Source: an optimization exercise on an open RTL-to-GDS flow (aim: small area). Production flows keep margins and buffers that such runs may drop.
At most, simulation tests tie the RTL to the original design; equivalence was not proved.
Power figures rest on the tool's default switching activity, not on a simulated workload.

R:
==> flow/design.v (excerpt) <==
module dac_spi_rx #(
  parameter int SYNC_STAGES = 2,
  parameter int NBITS       = 24,
  parameter int NCH         = 16
) (
  input  logic        clk,
  input  logic        rst,
  input  logic        spi_sync,
  input  logic        spi_sclk,
  input  logic        spi_data,
  input  logic [3:0]  rd_addr,
  output logic [15:0] rd_data,
  output logic        rx_valid,
  output logic [3:0]  rx_comm,
  output logic [3:0]  rx_addr,
  output logic [15:0] rx_data,
  output logic        frame_err,
  output logic        busy
);
export LEC_CHECK = 0
export CAP_MARGIN = 20
export CORE_MARGIN = 2
export CORE_UTILIZATION = 60
export GPL_TIMING_DRIVEN = 0
export SLEW_MARGIN = 20
export SYNTH_HIERARCHICAL = 1
export SYNTH_MINIMUM_KEEP_SIZE = 0
create_clock -name core_clock -period 5.0 [get_ports {clk}]
standard.sh (not shown) runs the stock make flow with config.mk's settings and CLKGATE_MAP_FILE= SYNTH_SCRIPT=/design/flow/synth_recipe.tcl, a recipe that flattens the netlist after the stock synthesis.
==> flow/flow/run.sh <==
#!/bin/bash
# Own layout flow: the standard synthesis, then the standard ORFS steps with:
#  - port buffers of a plain buffer cell (sky130_fd_sc_hd__buf_1) that the resizer may resize
#    freely (MATCH_CELL_FOOTPRINT=0), instead of a delay-buffer footprint,
#  - clock tree synthesis with small clock buffers and small sink clusters, and no dummy
#    balancing loads.
# Each tool's output goes to synth.log / layout.log in the work folder.
set -euo pipefail
cd "$(dirname "$0")/.."
bash standard.sh synth > synth.log 2>&1
bash standard.sh \
  "BUFFER_PORTS_ARGS=-buffer_cell sky130_fd_sc_hd__buf_1" \
  "CTS_ARGS=-sink_clustering_enable -repair_clock_nets -sink_clustering_size 10 -sink_clustering_max_diameter 30 -buf_list {sky130_fd_sc_hd__clkbuf_4} -dont_use_dummy_load" \
  "MATCH_CELL_FOOTPRINT=0" \
  finish > layout.log 2>&1
Looking at the reports, R completed the entire flow and the layout it produced met the timing, design-rule and antenna checks.
Edits applied to the flow inputs when going from R to S:
--- a/flow/design.v
+++ b/flow/design.v
@@ -190,26 +190,26 @@
   logic       r_borrow, r_done, r_lt_hi, r_eq_hi;
   always_comb begin
     for (int m = 0; m < 4; m++) begin
       a_lo[m]  = (rd_addr[1:0] == 2'(m));
       a_hi[m]  = (rd_addr[3:2] == 2'(m));
       p_lo[m]  = plo_q[m];
       p_hi0[m] = phi_q[m];
-      p_hi1[m] = phi_q[2'(m - 1)];
+      p_hi1[m] = phi_q[(m + 3) % 4];
       p_gt[m]  = |(plo_q >> (m + 1));
       p_hgt[m] = |(phi_q >> (m + 1));
     end
     for (int j = 0; j < 4; j++) begin
       r_lo1[j] = 1'b0;
       r_hi0[j] = 1'b0;
       r_hi1[j] = 1'b0;
       for (int m = 0; m < 4; m++) begin
-        r_lo1[j] = r_lo1[j] | (a_lo[m] & p_lo[2'(m - j)]);
-        r_hi0[j] = r_hi0[j] | (a_hi[m] & p_hi0[2'(m - j)]);
-        r_hi1[j] = r_hi1[j] | (a_hi[m] & p_hi1[2'(m - j)]);
+        r_lo1[j] = r_lo1[j] | (a_lo[m] & p_lo[(m - j + 4) % 4]);
+        r_hi0[j] = r_hi0[j] | (a_hi[m] & p_hi0[(m - j + 4) % 4]);
+        r_hi1[j] = r_hi1[j] | (a_hi[m] & p_hi1[(m - j + 4) % 4]);
       end
     end
     r_borrow = 1'b0;
     r_lt_hi  = 1'b0;
     r_eq_hi  = 1'b0;
     for (int m = 0; m < 4; m++) begin
       r_borrow = r_borrow | (a_lo[m] & p_gt[m]);
==> comparison <==
The standard cells in S occupy more silicon area than those in R do.
Filler cell count in the final layout for S: about 6% down relative to R
Layout checks on S: not met. Flow itself completed; violations: setup timing.
S: total net switching power 1.3% above R
Fraction of final layout cells sized beyond drive strength 1 on S is up relative to R.
S ended up with sky130_fd_sc_hd__a222oi_1 as its cell with the biggest individual delay on the critical path; R ended up with sky130_fd_sc_hd__or3b_2.
Taking R as the reference, in S post-route clock period utilization went up by 5.3 points; number of global-route vias before repair now sits at about the same level; post-synth net total lower; fmax decreased about 5%; final cell utilization of the core climbed 1.8 points.
Compared R against S; die boundary height within noise.
Function was not checked in any run of this note: the RTL went through the layout flow alone.

---

dac_spi_rx, a different RTL version from the one above (not shown whole).
For scale: about 52 I/O pins, roughly 17000 um2 of cells after synthesis.
Settings: LEC_CHECK=0, CAP_MARGIN=20, CORE_MARGIN=2, CORE_UTILIZATION=40, GPL_TIMING_DRIVEN=0, SLEW_MARGIN=20, SYNTH_HIERARCHICAL=1, SYNTH_MINIMUM_KEEP_SIZE=0; clock period 5.0 ns.
Scripts as last shown in full above: flow/flow/run.sh
Then changed:
--- a/flow/design.v
+++ b/flow/design.v
@@ -180,62 +180,61 @@
           run_q  <= 1'b1;
         end
       end
     end
   end
   logic [3:0] a_lo, a_hi;           
   logic [3:0] p_lo, p_hi0, p_hi1;   
   logic [3:0] p_gt;                 
   logic [3:0] p_hgt;                
-  logic [3:0] r_lo1;
-  logic [3:0][3:0] p_hs, r_hs;      
+  logic [3:0] r_lo1, r_hi0, r_hi1, r_hi1h;
   logic       r_borrow, r_done, r_lt_hi, r_eq_hi;
   always_comb begin
     for (int m = 0; m < 4; m++) begin
       a_lo[m]  = (rd_addr[1:0] == 2'(m));
       a_hi[m]  = (rd_addr[3:2] == 2'(m));
       p_lo[m]  = plo_q[m];
       p_hi0[m] = phi_q[m];
       p_hi1[m] = phi_q[(m + 3) % 4];
       p_gt[m]  = |(plo_q >> (m + 1));
       p_hgt[m] = |(phi_q >> (m + 1));
     end
     for (int j = 0; j < 4; j++) begin
       r_lo1[j] = 1'b0;
+      r_hi0[j] = 1'b0;
+      r_hi1[j] = 1'b0;
       for (int m = 0; m < 4; m++) begin
-        p_hs[j][m] = p_gt[3 - j] ? p_hi1[m] : p_hi0[m];
         r_lo1[j] = r_lo1[j] | (a_lo[m] & p_lo[(m - j + 4) % 4]);
-      end
-      for (int g = 0; g < 4; g++) begin
-        r_hs[j][g] = 1'b0;
-        for (int m = 0; m < 4; m++) r_hs[j][g] = r_hs[j][g] | (a_hi[m] & p_hs[j][(m - g + 4) % 4]);
+        r_hi0[j] = r_hi0[j] | (a_hi[m] & p_hi0[(m - j + 4) % 4]);
+        r_hi1[j] = r_hi1[j] | (a_hi[m] & p_hi1[(m - j + 4) % 4]);
       end
     end
     r_borrow = 1'b0;
     r_lt_hi  = 1'b0;
     r_eq_hi  = 1'b0;
     for (int m = 0; m < 4; m++) begin
       r_borrow = r_borrow | (a_lo[m] & p_gt[m]);
       r_lt_hi  = r_lt_hi  | (a_hi[m] & p_hgt[m]);
       r_eq_hi  = r_eq_hi  | (a_hi[m] & p_hi0[m]);
     end
+    r_hi1h = r_borrow ? r_hi1 : r_hi0;
     r_done = r_lt_hi | (r_eq_hi & r_borrow);
   end
   logic r_hit, r_upd, r_new, use_rx, use_in, use_out;
   assign r_hit = (rd_addr == rx_addr_q);
   assign r_upd = (rx_comm_q[1:0] == 2'd2) | (rx_comm_q[0] & r_hit);
   assign r_new = pend_q & ~(run_q & r_done) & r_upd;
   assign use_rx  = ~ready_q | (r_new & c_wr & r_hit);
   assign use_in  = ~use_rx & r_new;
   assign use_out = ~use_rx & ~r_new;
   logic [NCH-1:0] r_oh;
   always_comb begin
-    for (int k = 0; k < NCH; k++) r_oh[k] = r_hs[k % 4][k / 4] & r_lo1[k % 4];
+    for (int k = 0; k < NCH; k++) r_oh[k] = r_hi1h[k / 4] & r_lo1[k % 4];
   end
   for (genvar b = 0; b < 16; b++) begin : g_rd
     logic [5:0] yo, yi;
     logic       po, pi;
     for (genvar j = 0; j < 5; j++) begin : g_j
       dac_spi_aoi222 u_o (.a0(out_r[3*j][b]), .b0(r_oh[3*j]), .a1(out_r[3*j+1][b]), .b1(r_oh[3*j+1]),
                           .a2(out_r[3*j+2][b]), .b2(r_oh[3*j+2]), .y(yo[j]));
       dac_spi_aoi222 u_i (.a0(in_r[3*j][b]), .b0(r_oh[3*j]), .a1(in_r[3*j+1][b]), .b1(r_oh[3*j+1]),
                           .a2(in_r[3*j+2][b]), .b2(r_oh[3*j+2]), .y(yi[j]));
Effect: This time the run finished but failed the layout checks on negative setup slack. Critical path depth rose by 3. Via count drops by 3.1%. Routed wire length falls by 0.98%. Worst setup slack degrades by 0.22 ns. Clock skew shrinks by 0.033 ns. Global-route usage is higher by 0.38 points. Power stays flat. Final area came out lower by 0.36%. First-iteration DRC count went up by 7.4%. Clock power barely changes. Sequential share of layout area rose by 0.22 points. Register-to-register slack degrades by 0.30 ns.
For the second run of this note, only the layout was checked, not whether the RTL still works.

---

The RTL this note starts from:
==> flow/design.v <==
`timescale 1ns/1ps
package dac_spi_pkg;
  localparam logic [3:0] CMD_WR_IN      = 4'h0;
  localparam logic [3:0] CMD_UPD        = 4'h1;
  localparam logic [3:0] CMD_WR_UPD_ALL = 4'h2;
  localparam logic [3:0] CMD_WR_UPD     = 4'h3;
  localparam int DAC_FRAME_BITS = 24;
  localparam int COMM_MSB       = 23;
  localparam int ADDR_MSB       = 19;
  localparam int DATA_MSB       = 15;
  typedef enum logic [1:0] {
    ST_IDLE  = 2'd0,
    ST_SHIFT = 2'd1,
    ST_DONE  = 2'd2
  } rx_state_e;
endpackage
`timescale 1ns/1ps
module spi_in_sync #(
  parameter int   STAGES  = 2,
  parameter logic RST_VAL = 1'b0
) (
  input  logic clk,
  input  logic rst,
  input  logic din,
  output logic dout,
  output logic rise,
  output logic fall
);
  logic [STAGES-1:0] sync_q, sync_d;
  logic              prev_q, prev_d;
  always_comb begin
    sync_d = {sync_q[STAGES-2:0], din};
    prev_d = sync_q[STAGES-1];
  end
  always_ff @(posedge clk or negedge rst) begin
    if (!rst) begin
      sync_q <= {STAGES{RST_VAL}};
      prev_q <= RST_VAL;
    end else begin
      sync_q <= sync_d;
      prev_q <= prev_d;
    end
  end
  assign dout = sync_q[STAGES-1];
  assign rise = dout & ~prev_q;
  assign fall = ~dout & prev_q;
endmodule
`timescale 1ns/1ps
module dac_spi_rx #(
  parameter int SYNC_STAGES = 2,
  parameter int NBITS       = 24,
  parameter int NCH         = 16
) (
  input  logic        clk,
  input  logic        rst,
  input  logic        spi_sync,
  input  logic        spi_sclk,
  input  logic        spi_data,
  input  logic [3:0]  rd_addr,
  output logic [15:0] rd_data,
  output logic        rx_valid,
  output logic [3:0]  rx_comm,
  output logic [3:0]  rx_addr,
  output logic [15:0] rx_data,
  output logic        frame_err,
  output logic        busy
);
  logic sync_s, sync_rise, sync_fall;
  logic sclk_s, sclk_rise, sclk_fall;
  logic data_s, data_rise, data_fall;
  logic unused_edges;
  spi_in_sync #(.STAGES(SYNC_STAGES), .RST_VAL(1'b1)) u_sync_sync (
    .clk(clk), .rst(rst), .din(spi_sync), .dout(sync_s), .rise(sync_rise), .fall(sync_fall));
  spi_in_sync #(.STAGES(SYNC_STAGES), .RST_VAL(1'b1)) u_sclk_sync (
    .clk(clk), .rst(rst), .din(spi_sclk), .dout(sclk_s), .rise(sclk_rise), .fall(sclk_fall));
  spi_in_sync #(.STAGES(SYNC_STAGES), .RST_VAL(1'b0)) u_data_sync (
    .clk(clk), .rst(rst), .din(spi_data), .dout(data_s), .rise(data_rise), .fall(data_fall));
  assign unused_edges = ^{sync_s, sclk_s, sclk_rise, data_rise, data_fall};
  dac_spi_pkg::rx_state_e                 state_q, state_d;
  logic [dac_spi_pkg::DAC_FRAME_BITS-1:0] sr_q, sr_d;
  logic [4:0]                cnt_q, cnt_d;
  logic                      rx_valid_q, rx_valid_d;
  logic                      frame_err_q, frame_err_d;
  logic [3:0]                rx_comm_q, rx_comm_d;
  logic [3:0]                rx_addr_q, rx_addr_d;
  logic [15:0]               rx_data_q, rx_data_d;
  logic                      good;
  always_comb begin
    state_d     = state_q;
    sr_d        = sr_q;
    cnt_d       = cnt_q;
    good        = 1'b0;
    frame_err_d = 1'b0;
    case (state_q)
      dac_spi_pkg::ST_IDLE: begin
        if (sync_fall) begin
          state_d = dac_spi_pkg::ST_SHIFT;
          cnt_d   = '0;
        end
      end
      dac_spi_pkg::ST_SHIFT: begin
        if (sclk_fall) begin
          sr_d = {sr_q[dac_spi_pkg::DAC_FRAME_BITS-2:0], data_s};
          if (cnt_q != 5'd31) cnt_d = cnt_q + 5'd1;
        end
        if (sync_rise) state_d = dac_spi_pkg::ST_DONE;
      end
      dac_spi_pkg::ST_DONE: begin
        state_d = dac_spi_pkg::ST_IDLE;
        if (cnt_q == 5'(NBITS)) good = 1'b1;
        else                    frame_err_d = 1'b1;
      end
      default: state_d = dac_spi_pkg::ST_IDLE;
    endcase
    rx_valid_d = good;
    rx_comm_d  = good ? sr_q[dac_spi_pkg::COMM_MSB -: 4]  : rx_comm_q;
    rx_addr_d  = good ? sr_q[dac_spi_pkg::ADDR_MSB -: 4]  : rx_addr_q;
    rx_data_d  = good ? sr_q[dac_spi_pkg::DATA_MSB -: 16] : rx_data_q;
  end
  always_ff @(posedge clk or negedge rst) begin
    if (!rst) begin
      state_q     <= dac_spi_pkg::ST_IDLE;
      cnt_q       <= '0;
      rx_valid_q  <= 1'b0;
      frame_err_q <= 1'b0;
      rx_comm_q   <= '0;
      rx_addr_q   <= '0;
      rx_data_q   <= '0;
    end else begin
      state_q     <= state_d;
      cnt_q       <= cnt_d;
      rx_valid_q  <= rx_valid_d;
      frame_err_q <= frame_err_d;
      rx_comm_q   <= rx_comm_d;
      rx_addr_q   <= rx_addr_d;
      rx_data_q   <= rx_data_d;
    end
  end
  always_ff @(posedge clk) sr_q <= sr_d;
  logic [NCH-1:0][15:0] in_r, out_r;      
  logic [3:0]           ptr_q;            
  logic                 ready_q;          
  logic                 pend_q;           
  logic                 run_q;            
  logic                 act;              
  logic                 c_wr;             
  logic                 p_hit, p_upd;
  logic [15:0]          in_new, out_new;
  assign c_wr  = (rx_comm_q[1:0] != 2'd1);
  assign act   = pend_q & (run_q | (ptr_q == 4'd0));
  assign p_hit = (ptr_q == rx_addr_q);
  assign p_upd = (rx_comm_q[1:0] == 2'd2) | (rx_comm_q[0] & p_hit);
  assign in_new  = (~ready_q | (act & c_wr & p_hit)) ? rx_data_q : in_r[0];
  assign out_new = (~ready_q | (act & p_upd)) ? in_new : out_r[0];
  always_ff @(posedge clk) begin
    in_r  <= {in_new,  in_r[NCH-1:1]};
    out_r <= {out_new, out_r[NCH-1:1]};
  end
  always_ff @(posedge clk or negedge rst) begin
    if (!rst) begin
      ptr_q   <= '0;
      ready_q <= 1'b0;
      pend_q  <= 1'b0;
      run_q   <= 1'b0;
    end else begin
      ptr_q <= ptr_q + 4'd1;
      if (ptr_q == 4'd15) ready_q <= 1'b1;
      if (good) begin
        pend_q <= (sr_q[dac_spi_pkg::COMM_MSB -: 2] == 2'd0);
      end else if (act) begin
        if (ptr_q == 4'd15) begin
          pend_q <= 1'b0;
          run_q  <= 1'b0;
        end else begin
          run_q  <= 1'b1;
        end
      end
    end
  end
  logic [3:0]  nq;       
  logic [1:0]  r_lo, r_hi;
  logic        r_c2, r_done;
  logic        r_hit, r_upd, r_new, use_rx, use_in;
  logic        use_out;
  logic [3:0]  h0, h1;   
  assign nq = 4'd0 - ptr_q;
  assign r_lo[0] = rd_addr[0] ? ~nq[0] : nq[0];
  assign r_lo[1] = rd_addr[1] ? ~(rd_addr[0] ? (nq[1] ^ nq[0]) : nq[1])
                              :  (rd_addr[0] ? (nq[1] ^ nq[0]) : nq[1]);
  assign r_c2 = rd_addr[1] ? (nq[1] | (rd_addr[0] & nq[0])) : (nq[1] & rd_addr[0] & nq[0]);
  assign h0 = {2'b00, nq[3:2]};
  assign h1 = {2'b00, nq[3:2] + 2'd1};
  always_comb begin
    logic [1:0] e;
    e = r_c2 ? h1[1:0] : h0[1:0];
    r_hi[0] = rd_addr[2] ? ~e[0] : e[0];
    r_hi[1] = rd_addr[3] ? ~(rd_addr[2] ? (e[1] ^ e[0]) : e[1])
                         :  (rd_addr[2] ? (e[1] ^ e[0]) : e[1]);
  end
  always_comb begin
    logic lt1, lt2;
    lt1    = rd_addr[1] ? (ptr_q[1] & ~rd_addr[0] & ptr_q[0]) : (ptr_q[1] | (~rd_addr[0] & ptr_q[0]));
    lt2    = rd_addr[2] ? (ptr_q[2] & lt1) : (ptr_q[2] | lt1);
    r_done = rd_addr[3] ? (ptr_q[3] & lt2) : (ptr_q[3] | lt2);
  end
  assign r_hit = (rd_addr == rx_addr_q);
  assign r_upd = (rx_comm_q[1:0] == 2'd2) | (rx_comm_q[0] & r_hit);
  assign r_new = pend_q & ~(run_q & r_done) & r_upd;
  assign use_rx  = ~ready_q | (r_new & c_wr & r_hit);
  assign use_in  = ~use_rx & r_new;
  assign use_out = ~use_rx & ~r_new;
  logic [NCH-1:0] r_so, r_si;
  always_comb begin
    for (int k = 0; k < NCH; k++) begin
      r_so[k] = (r_hi == 2'(k / 4)) & (r_lo == 2'(k % 4)) & use_out;
      r_si[k] = (r_hi == 2'(k / 4)) & (r_lo == 2'(k % 4)) & use_in;
    end
  end
  for (genvar b = 0; b < 16; b++) begin : g_rd
    logic [32:0] d, s;
    logic [10:0] y;
    for (genvar k = 0; k < NCH; k++) begin : g_k
      assign d[k]       = out_r[k][b];
      assign s[k]       = r_so[k];
      assign d[NCH + k] = in_r[k][b];
      assign s[NCH + k] = r_si[k];
    end
    assign d[32] = rx_data_q[b];
    assign s[32] = use_rx;
    for (genvar j = 0; j < 11; j++) begin : g_j
      dac_spi_aoi222 u_aoi (.a0(d[3*j]), .b0(s[3*j]), .a1(d[3*j+1]), .b1(s[3*j+1]),
                            .a2(d[3*j+2]), .b2(s[3*j+2]), .y(y[j]));
    end
    assign rd_data[b] = ~&y;
  end
  assign rx_valid  = rx_valid_q;
  assign frame_err = frame_err_q;
  assign rx_comm   = rx_comm_q;
  assign rx_addr   = rx_addr_q;
  assign rx_data   = rx_data_q;
  assign busy      = (state_q == dac_spi_pkg::ST_SHIFT);
endmodule
module dac_spi_aoi222 (
  input  logic a0, b0, a1, b1, a2, b2,
  output logic y
);
  assign y = ~((a0 & b0) | (a1 & b1) | (a2 & b2));
endmodule
Settings: LEC_CHECK=0, CAP_MARGIN=20, CORE_MARGIN=2, CORE_UTILIZATION=60, GPL_TIMING_DRIVEN=0, SLEW_MARGIN=20, SYNTH_HIERARCHICAL=1, SYNTH_MINIMUM_KEEP_SIZE=0; clock period 5.0 ns.
Scripts as last shown in full above: flow/flow/run.sh
The starting point finished but failed the layout checks on setup timing.
Change:
--- a/flow/design.v
+++ b/flow/design.v
@@ -209,29 +209,27 @@
   assign use_rx  = ~ready_q | (r_new & c_wr & r_hit);
   assign use_in  = ~use_rx & r_new;
   assign use_out = ~use_rx & ~r_new;
-  logic [NCH-1:0] r_so, r_si;
-  always_comb begin
-    for (int k = 0; k < NCH; k++) begin
-      r_so[k] = (r_hi == 2'(k / 4)) & (r_lo == 2'(k % 4)) & use_out;
-      r_si[k] = (r_hi == 2'(k / 4)) & (r_lo == 2'(k % 4)) & use_in;
-    end
+  logic [NCH-1:0] r_oh;
+  always_comb begin
+    for (int k = 0; k < NCH; k++) r_oh[k] = (r_hi == 2'(k / 4)) & (r_lo == 2'(k % 4));
   end
   for (genvar b = 0; b < 16; b++) begin : g_rd
-    logic [32:0] d, s;
-    logic [10:0] y;
-    for (genvar k = 0; k < NCH; k++) begin : g_k
-      assign d[k]       = out_r[k][b];
-      assign s[k]       = r_so[k];
-      assign d[NCH + k] = in_r[k][b];
-      assign s[NCH + k] = r_si[k];
-    end
-    assign d[32] = rx_data_q[b];
-    assign s[32] = use_rx;
-    for (genvar j = 0; j < 11; j++) begin : g_j
-      dac_spi_aoi222 u_aoi (.a0(d[3*j]), .b0(s[3*j]), .a1(d[3*j+1]), .b1(s[3*j+1]),
-                            .a2(d[3*j+2]), .b2(s[3*j+2]), .y(y[j]));
-    end
-    assign rd_data[b] = ~&y;
+    logic [5:0] yo, yi;
+    logic       po, pi;
+    for (genvar j = 0; j < 5; j++) begin : g_j
+      dac_spi_aoi222 u_o (.a0(out_r[3*j][b]), .b0(r_oh[3*j]), .a1(out_r[3*j+1][b]), .b1(r_oh[3*j+1]),
+                          .a2(out_r[3*j+2][b]), .b2(r_oh[3*j+2]), .y(yo[j]));
+      dac_spi_aoi222 u_i (.a0(in_r[3*j][b]), .b0(r_oh[3*j]), .a1(in_r[3*j+1][b]), .b1(r_oh[3*j+1]),
+                          .a2(in_r[3*j+2][b]), .b2(r_oh[3*j+2]), .y(yi[j]));
+    end
+    assign yo[5] = ~(out_r[15][b] & r_oh[15]);
+    assign yi[5] = ~(in_r[15][b] & r_oh[15]);
+    assign po = ~&yo;
+    assign pi = ~&yi;
+    logic yf;
+    dac_spi_aoi222 u_f (.a0(po), .b0(use_out), .a1(pi), .b1(use_in),
+                        .a2(rx_data_q[b]), .b2(use_rx), .y(yf));
+    assign rd_data[b] = ~yf;
   end
   assign rx_valid  = rx_valid_q;
   assign frame_err = frame_err_q;
What happened: The new run completed and failed the layout checks on setup timing; via count rose by 9.4%; synthesized area increases by 1.4%; sequential share of layout area came out lower by 1.1 points; wire length went up by 8.1%; global-route usage is higher by 2.3 points; worst setup slack gets worse by 0.31 ns; total power rises by 2.8%; final area increases by 1.7%; die area grows by 1.4%; sequential power stays flat; register-to-register slack is worse by 0.40 ns; core utilization went up by 0.77 points.
Function was not checked in any run of this note: the RTL went through the layout flow alone.

## static timing again, ports no longer ideal
In the flow no input, the clock included, has a driving cell. The finished layouts below were timed again as built, in two steps. Step 1: set_driving_cell puts a clkbuf_16 on clk and a buf_2 on each other input, an assumption about the parent block. Step 2 adds t to the input delays and takes it off the output delays; t is the mean of the earliest and latest rising clock arrival at the registers after step 1. Input paths then give back, and output paths get back, about the clock's delay inside the block. Three values: ideal, step 1, step 2; two values: the first two.
run | shift t [ns] | setup WS [ns] | worst register clock-pin slew, ns | worst data-port slew with drivers (ns) | pins driven straight from the clock port
R | 0.731 | 0.117 / 0.070 / 0.092 | 0.10 / 0.10 | 0.04 | 1
S | 0.742 | -0.150 / -0.195 / -0.155 | 0.11 / 0.11 | 0.05 | 1
the first run of note 2 | 0.818 | 0.161 / 0.131 / 0.131 | 0.10 / 0.10 | 0.03 | 1
the second run of note 2 | 0.807 | -0.057 / -0.105 / 0.015 | 0.11 / 0.11 | 0.04 | 1
the first run of note 3 | 0.726 | -0.053 / -0.077 / -0.077 | 0.12 / 0.12 | 0.03 | 1
the second run of note 3 | 0.747 | -0.363 / -0.408 / -0.316 | 0.10 / 0.10 | 0.04 | 1
For the first run of note 2, which loses most, drivers alone change the setup slack by -0.030 ns; drivers and shift together by -0.030 ns.
